From an optimization exercise on the open Yosys and OpenROAD flow, aimed at small area and a short achievable clock period; shortcuts taken in it are not production practice. At most, simulation tests tie the RTL to the original design; equivalence was not proved. Power is estimated from default activity; no workload was simulated.

Setup of job 4358:
## i2c_register_transfer_sequencer_top
module i2c_register_transfer_sequencer_top (
   input  logic       clock,
   input  logic       reset,
   input  logic       req_valid,
   output logic       req_ready,
   input  logic [1:0] req_func,
   input  logic [6:0] req_slave_address,
   input  logic [7:0] req_register_address,
   input  logic [7:0] req_byte_count,
   input  logic [7:0] req_buffer_index,
   input  logic [7:0] req_write_byte,
   input  logic       req_nack_seen,
   input  logic       req_bus_collision,
   input  logic [7:0] req_received_byte,
   output logic       rsp_valid,
   input  logic       rsp_ready,
   output logic       rsp_accepted,
   output logic [2:0] rsp_bus_action,
   output logic [7:0] rsp_tx_byte,
   output logic       rsp_rx_valid,
   output logic [7:0] rsp_rx_index,
   output logic [7:0] rsp_rx_data,
   output logic [1:0] rsp_transfer_status
);
   localparam logic [3:0] PH_IDLE      = 4'd0;
   localparam logic [3:0] PH_SEND_ADDR = 4'd1;
   localparam logic [3:0] PH_SEND_REG  = 4'd2;
   localparam logic [3:0] PH_SEND_DATA = 4'd3;
   localparam logic [3:0] PH_RS_STOP   = 4'd4;
   localparam logic [3:0] PH_RS_START  = 4'd5;
   localparam logic [3:0] PH_READ_ADDR = 4'd6;
   localparam logic [3:0] PH_FIRST_RX  = 4'd7;
   localparam logic [3:0] PH_RX_BYTE   = 4'd8;
   localparam logic [3:0] PH_EN_RX     = 4'd9;
   localparam logic [3:0] PH_NACK_DONE = 4'd10;
   localparam logic [3:0] PH_FAIL_END  = 4'd11;
   localparam logic [3:0] PH_OK_END    = 4'd12;
   logic [254:0][7:0] mem_q;
   logic [3:0] ph_q;
   logic [1:0] st_q;
   logic [6:0] sa_q;
   logic [7:0] ra_q;
   logic [7:0] cnt_q;
   logic [7:0] pos_q;
   logic       rd_q;
   logic       vld_q;
   logic       acc_q;
   logic [2:0] act_q;
   logic [7:0] dat_n_q;
   logic       txs_q;
   logic       rxv_q;
   logic [15:0] sel_lo_n_q;
   logic [15:0] sel_hi_n_q;
   logic accept;
   assign req_ready = !vld_q || rsp_ready;
  ...
make LEC_CHECK=0 CAP_MARGIN=20 CORE_MARGIN=2 CORE_UTILIZATION=55 CTS_CLUSTER_DIAMETER=80 CTS_CLUSTER_SIZE=28 PLACE_DENSITY=0.65 SETUP_SLACK_MARGIN=4.2 SLEW_MARGIN=20 SYNTH_HIERARCHICAL=1 SYNTH_MINIMUM_KEEP_SIZE=0 finish   # period 7.5 ns
run.sh (not shown) runs the stock make flow with config.mk's settings and CLKGATE_MAP_FILE= SYNTH_SCRIPT=/design/flow/synth_recipe.tcl, a recipe that flattens the netlist after the stock synthesis.
Inputs modified between job 4358 and job 4105:
--- a/flow/design.v
+++ b/flow/design.v
@@ -121,15 +121,14 @@
    logic       vld_q;
    logic       acc_q;
    logic [2:0] act_q;
    logic [7:0] dat_n_q;
    logic       txs_q;
    logic       rxv_q;
    logic [15:0] sel_lo_n_q;
-   logic [15:0] sel_hi_n_q;
    logic accept;
    assign req_ready = !vld_q || rsp_ready;
    assign accept    = req_valid && req_ready;
    logic [15:0] wr_hi_n_q;
    logic [15:0] wr_lo_n_q;
    logic [7:0]  wd_q;
    logic        byp_q;
@@ -146,19 +145,23 @@
    always_ff @(posedge clock) begin
       for (int i = 0; i < 255; i++) begin
          if (!(wr_hi_n_q[i / 16] || wr_lo_n_q[i % 16])) begin
             mem_q[i] <= wd_q;
          end
       end
    end
+   logic [15:0]  sel_hi_n;
    logic [254:0] sel;
    logic         ph_sa, ph_sr, ph_ra, ph_rx;
    always_comb begin
+      for (int i = 0; i < 16; i++) begin
+         sel_hi_n[i] = (pos_q[7:4] != 4'(i));
+      end
       for (int i = 0; i < 255; i++) begin
-         sel[i] = !(sel_hi_n_q[i / 16] || sel_lo_n_q[i % 16]);
+         sel[i] = !(sel_hi_n[i / 16] || sel_lo_n_q[i % 16]);
       end
    end
    assign ph_sa = (ph_q == PH_SEND_ADDR);
    assign ph_sr = (ph_q == PH_SEND_REG);
    assign ph_ra = (ph_q == PH_READ_ADDR);
    assign ph_rx = (ph_q == PH_RX_BYTE);
    logic [7:0] dat_n_d;
@@ -343,17 +346,14 @@
             ph_q <= ph_d;
             st_q <= st_d;
          end
          vld_q <= accept || (vld_q && !rsp_ready);
       end
       if (accept) begin
          pos_q <= pos_d;
-         for (int i = 0; i < 16; i++) begin
-            sel_hi_n_q[i] <= (pos_d[7:4] != 4'(i));
-         end
       end
       if (reset) begin
          sel_lo_n_q <= '1;
       end else if (accept) begin
          for (int i = 0; i < 16; i++) begin
             sel_lo_n_q[i] <= (ph_d != PH_SEND_DATA) || (pos_d[3:0] != 4'(i));
          end
==> summary.txt <==
In the metrics for job 4105 and job 4358, the one carrying the lower worst slack on hold paths is job 4358.
Relative to job 4358, count of unique library cells instantiated by Yosys has decreased by about 1.5% in job 4105.
In the reports for job 4105 and job 4358, the larger die area belongs to job 4358.
Job 4105 against job 4358: pin count of the biggest net entering global routing higher; layout multi-input combinational cell count flat.
Synthesized area divided by synthesized cell count delta (job 4358 -> job 4105): insignificant

---

ember:
i2c_register_transfer_sequencer_top, a different RTL version from the one above (not shown whole).
Size in the first run: ~2100 flip-flops, roughly 88 I/O pins, roughly 75000 sq um of cells after synthesis.
make LEC_CHECK=0 CAP_MARGIN=20 CORE_MARGIN=2 CORE_UTILIZATION=55 CTS_CLUSTER_DIAMETER=60 CTS_CLUSTER_SIZE=20 PLACE_DENSITY=0.65 SETUP_SLACK_MARGIN=3.9 SLEW_MARGIN=20 SYNTH_HIERARCHICAL=1 SYNTH_MINIMUM_KEEP_SIZE=0 finish   # period 7.5 ns
Here is what was changed in the inputs of indigo compared with ember.
--- a/flow/design.v
+++ b/flow/design.v
@@ -78,74 +78,83 @@
    logic [7:0] pos_q;
    logic       rd_q;
    logic       vld_q;
    logic       acc_q;
    logic [2:0] act_q;
    logic [7:0] dat_n_q;
    logic       txs_q;
    logic       rxv_q;
    logic accept;
    assign req_ready = !vld_q || rsp_ready;
    assign accept    = req_valid && req_ready;
+   logic        wp_q;
+   logic [7:0]  wa_q;
+   logic [7:0]  wd_q;
    logic [15:0] we_lo, we_hi;
-   logic        load_acc;
-   assign load_acc = accept && (req_func == i2crts_pkg::FUNC_LOAD);
+   always_ff @(posedge clock) begin
+      wp_q <= accept && (req_func == i2crts_pkg::FUNC_LOAD);
+      wa_q <= req_buffer_index;
+      wd_q <= req_write_byte;
+   end
    always_comb begin
       for (int i = 0; i < 16; i++) begin
-         we_lo[i] = (req_buffer_index[3:0] == 4'(i));
-         we_hi[i] = load_acc && (req_buffer_index[7:4] == 4'(i));
+         we_lo[i] = (wa_q[3:0] == 4'(i));
+         we_hi[i] = wp_q && (wa_q[7:4] == 4'(i));
       end
    end
    always_ff @(posedge clock) begin
       for (int i = 0; i < 255; i++) begin
          if (we_hi[i / 16] && we_lo[i % 16]) begin
-            mem_q[i] <= req_write_byte;
+            mem_q[i] <= wd_q;
          end
       end
    end
    logic [15:0]  sel_lo, sel_hi;
    logic [254:0] sel;
-   logic         ph_sa, ph_sr, ph_ra, ph_rx;
+   logic         ph_sa, ph_sr, ph_ra, ph_rx, ph_sd, byp;
+   assign ph_sd = (ph_q == PH_SEND_DATA);
+   assign byp   = wp_q && (wa_q == pos_q);
    always_comb begin
       for (int i = 0; i < 16; i++) begin
          sel_lo[i] = (pos_q[3:0] == 4'(i));
-         sel_hi[i] = (ph_q == PH_SEND_DATA) && (pos_q[7:4] == 4'(i));
+         sel_hi[i] = ph_sd && !byp && (pos_q[7:4] == 4'(i));
       end
       for (int i = 0; i < 255; i++) begin
          sel[i] = sel_hi[i / 16] && sel_lo[i % 16];
       end
    end
    assign ph_sa = (ph_q == PH_SEND_ADDR);
    assign ph_sr = (ph_q == PH_SEND_REG);
    assign ph_ra = (ph_q == PH_READ_ADDR);
    assign ph_rx = (ph_q == PH_RX_BYTE);
    logic [7:0] dat_n_d;
    for (genvar b = 0; b < 8; b++) begin : g_lane
       logic [84:0] n;
-      logic        o1, o2;
+      logic        o1, o2, o3;
       for (genvar k = 0; k < 85; k++) begin : g_aoi
          i2crts_aoi3 u_aoi (
             .a0(sel[3 * k]),     .b0(mem_q[3 * k][b]),
             .a1(sel[3 * k + 1]), .b1(mem_q[3 * k + 1][b]),
             .a2(sel[3 * k + 2]), .b2(mem_q[3 * k + 2][b]),
             .y (n[k])
          );
       end
       i2crts_aoi3 u_other (
          .a0(ph_sa), .b0(b == 0 ? 1'b0 : sa_q[b == 0 ? 0 : b - 1]),
          .a1(ph_sr), .b1(ra_q[b]),
          .a2(ph_ra), .b2(b == 0 ? 1'b1 : sa_q[b == 0 ? 0 : b - 1]),
          .y (o1)
       );
       i2crts_nand2 u_rx (.a(ph_rx), .b(req_received_byte[b]), .y(o2));
-      assign dat_n_d[b] = &{n, o1, o2};
+      i2crts_nand2 u_byp (.a(ph_sd && byp), .b(wd_q[b]), .y(o3));
+      assign dat_n_d[b] = &{n, o1, o2, o3};
    end
    logic       lt, lt1;
    logic [8:0] pos_p1;
    assign pos_p1 = {1'b0, pos_q} + 9'd1;
    assign lt     = pos_q < cnt_q;
    assign lt1    = pos_p1 < {1'b0, cnt_q};
    logic [3:0] ph_d;
    logic [1:0] st_d;
    logic [7:0] pos_d;
    logic       acc_d;
    logic [2:0] act_d;
Across ember and indigo, a clean result was obtained everywhere but in indigo.
ember and indigo ended up with roughly the same wire length.
Going from ember to indigo, via count of the first global-routing pass increased 687, layout multi-input combinational cell count picked up an extra 0.75%, die width increased by 0.32% relative to the old numbers, final cell count about even.
No run of this note included a check of the RTL's function; only the layout flow was run.

---

RTL: one of the versions met above, not the one the previous note started from.
For scale: ~4,100 cells after synthesis, roughly 2,200 flip-flops, roughly 88 I/O pins, ~77,000 um^2 of cells after synthesis.
Settings: LEC_CHECK=0, CAP_MARGIN=20, CORE_MARGIN=2, CORE_UTILIZATION=55, CTS_BUF_LIST=sky130_fd_sc_hd__clkbuf_8, CTS_CLUSTER_DIAMETER=45, CTS_CLUSTER_SIZE=14, PLACE_DENSITY=0.65, SETUP_SLACK_MARGIN=4.2, SLEW_MARGIN=20, SYNTH_HIERARCHICAL=1, SYNTH_MINIMUM_KEEP_SIZE=0; clock period 7.5 ns.
The first run went through all stages and came out clean.
Edit:
--- a/flow/design.v
+++ b/flow/design.v
@@ -117,21 +117,22 @@
    logic [7:0] ra_q;
    logic [7:0] cnt_q;
    logic [7:0] pos_q;
    logic       rd_q;
    logic       vld_q;
    logic       acc_q;
    logic [2:0] act_q;
    logic [7:0] dat_n_q;
    logic       txs_q;
    logic       rxv_q;
-   logic [15:0] sel_lo_n_q;
+   logic [1:0][15:0] sel_lo_n_q;
+   logic [15:0]      sel_hi_n_q;
    logic accept;
    assign req_ready = !vld_q || rsp_ready;
    assign accept    = req_valid && req_ready;
    logic [15:0] wr_hi_n_q;
    logic [15:0] wr_lo_n_q;
    logic [7:0]  wd_q;
    logic        byp_q;
    logic        load_acc;
    assign load_acc = accept && (req_func == i2crts_pkg::FUNC_LOAD);
    always_ff @(posedge clock) begin
@@ -142,29 +143,25 @@
       wd_q  <= req_write_byte;
       byp_q <= load_acc && (req_buffer_index == pos_q) && (ph_q == PH_SEND_DATA);
    end
    always_ff @(posedge clock) begin
       for (int i = 0; i < 255; i++) begin
          if (!(wr_hi_n_q[i / 16] || wr_lo_n_q[i % 16])) begin
             mem_q[i] <= wd_q;
          end
       end
    end
-   logic [15:0]  sel_hi_n;
    logic [254:0] sel;
    logic         ph_sa, ph_sr, ph_ra, ph_rx;
    always_comb begin
-      for (int i = 0; i < 16; i++) begin
-         sel_hi_n[i] = (pos_q[7:4] != 4'(i));
-      end
       for (int i = 0; i < 255; i++) begin
-         sel[i] = !(sel_hi_n[i / 16] || sel_lo_n_q[i % 16]);
+         sel[i] = !(sel_hi_n_q[i / 16] || sel_lo_n_q[i / 128][i % 16]);
       end
    end
    assign ph_sa = (ph_q == PH_SEND_ADDR);
    assign ph_sr = (ph_q == PH_SEND_REG);
    assign ph_ra = (ph_q == PH_READ_ADDR);
    assign ph_rx = (ph_q == PH_RX_BYTE);
    logic [7:0] dat_n_d;
    for (genvar b = 0; b < 8; b++) begin : g_lane
       logic [84:0] n;
       logic        o1, o2;
@@ -343,26 +340,30 @@
          vld_q <= 1'b0;
       end else begin
          if (accept) begin
             ph_q <= ph_d;
             st_q <= st_d;
          end
          vld_q <= accept || (vld_q && !rsp_ready);
       end
       if (accept) begin
          pos_q <= pos_d;
+         for (int i = 0; i < 16; i++) begin
+            sel_hi_n_q[i] <= (pos_d[7:4] != 4'(i));
+         end
       end
       if (reset) begin
          sel_lo_n_q <= '1;
       end else if (accept) begin
          for (int i = 0; i < 16; i++) begin
-            sel_lo_n_q[i] <= (ph_d != PH_SEND_DATA) || (pos_d[3:0] != 4'(i));
+            sel_lo_n_q[0][i] <= (ph_d != PH_SEND_DATA) || pos_d[7] || (pos_d[3:0] != 4'(i));
+            sel_lo_n_q[1][i] <= (ph_d != PH_SEND_DATA) || !pos_d[7] || (pos_d[3:0] != 4'(i));
          end
       end
       if (accept && start_d) begin
          sa_q  <= req_slave_address;
          ra_q  <= req_register_address;
          cnt_q <= req_byte_count;
          rd_q  <= req_func[1];
       end
       if (req_ready) begin
          acc_q   <= acc_d;
Outcome:
- hold slack got worse by 0.0076 ns
- global-route usage shrinks by 0.54 points
- synthesized area grows by 1.7%
- power grows by 3.2%
- routed wire length shrinks by 0.31%
- sequential share of layout area hardly moves
- first-iteration DRC count grows by 0.48%
- core utilization shrinks by 0.23 points
- maximum frequency grows by 2.2%
- clock-buffer cell count grows by 7
No functional check of the RTL was part of the second run of this note.

afterwards: timing with drivers on the ports:
In the flow no input, the clock included, has a driving cell. The finished layouts below were timed again as built, in two steps.
Step 1 sets driving cells, clkbuf_16 on the clock port and buf_2 on the other inputs (assumed; they add their load-dependent delay and slew).
Step 2 moves the port delays by t, midway between the first and last clock arrival at a register: inputs arrive t later, outputs are due t later. That takes back most of the time a late clock gives input paths.
Slacks: ideal ports / drivers / drivers and shift; pairs: ideal ports / drivers.
run | shift t [ns] | setup WS [ns] | hold slack, ns | worst register clock-pin slew, ns | worst slew at a driven data input, ns
job 4358 | 0.814 | 4.133 / 4.098 / 3.534 | 0.513 / 0.513 / 0.513 | 0.11 / 0.11 | 0.15
job 4105 | 0.815 | 3.991 / 3.991 / 3.544 | 0.522 / 0.522 / 0.522 | 0.11 / 0.11 | 0.24
ember | 0.878 | 3.757 / 3.772 / 2.935 | 0.477 / 0.477 / 0.477 | 0.08 / 0.08 | 0.15
indigo | 0.875 | 3.597 / 3.597 / 3.176 | 0.462 / 0.462 / 0.462 | 0.08 / 0.08 | 0.14
the first run of note 3 | 1.006 | 3.925 / 3.852 / 3.575 | 0.507 / 0.507 / 0.507 | 0.10 / 0.10 | 0.23
the second run of note 3 | 1.039 | 4.001 / 3.928 / 3.323 | 0.500 / 0.500 / 0.500 | 0.10 / 0.10 | 0.15
The setup slack of ember, which loses most, moves by +0.015 ns with the drivers and by -0.822 ns with both steps.
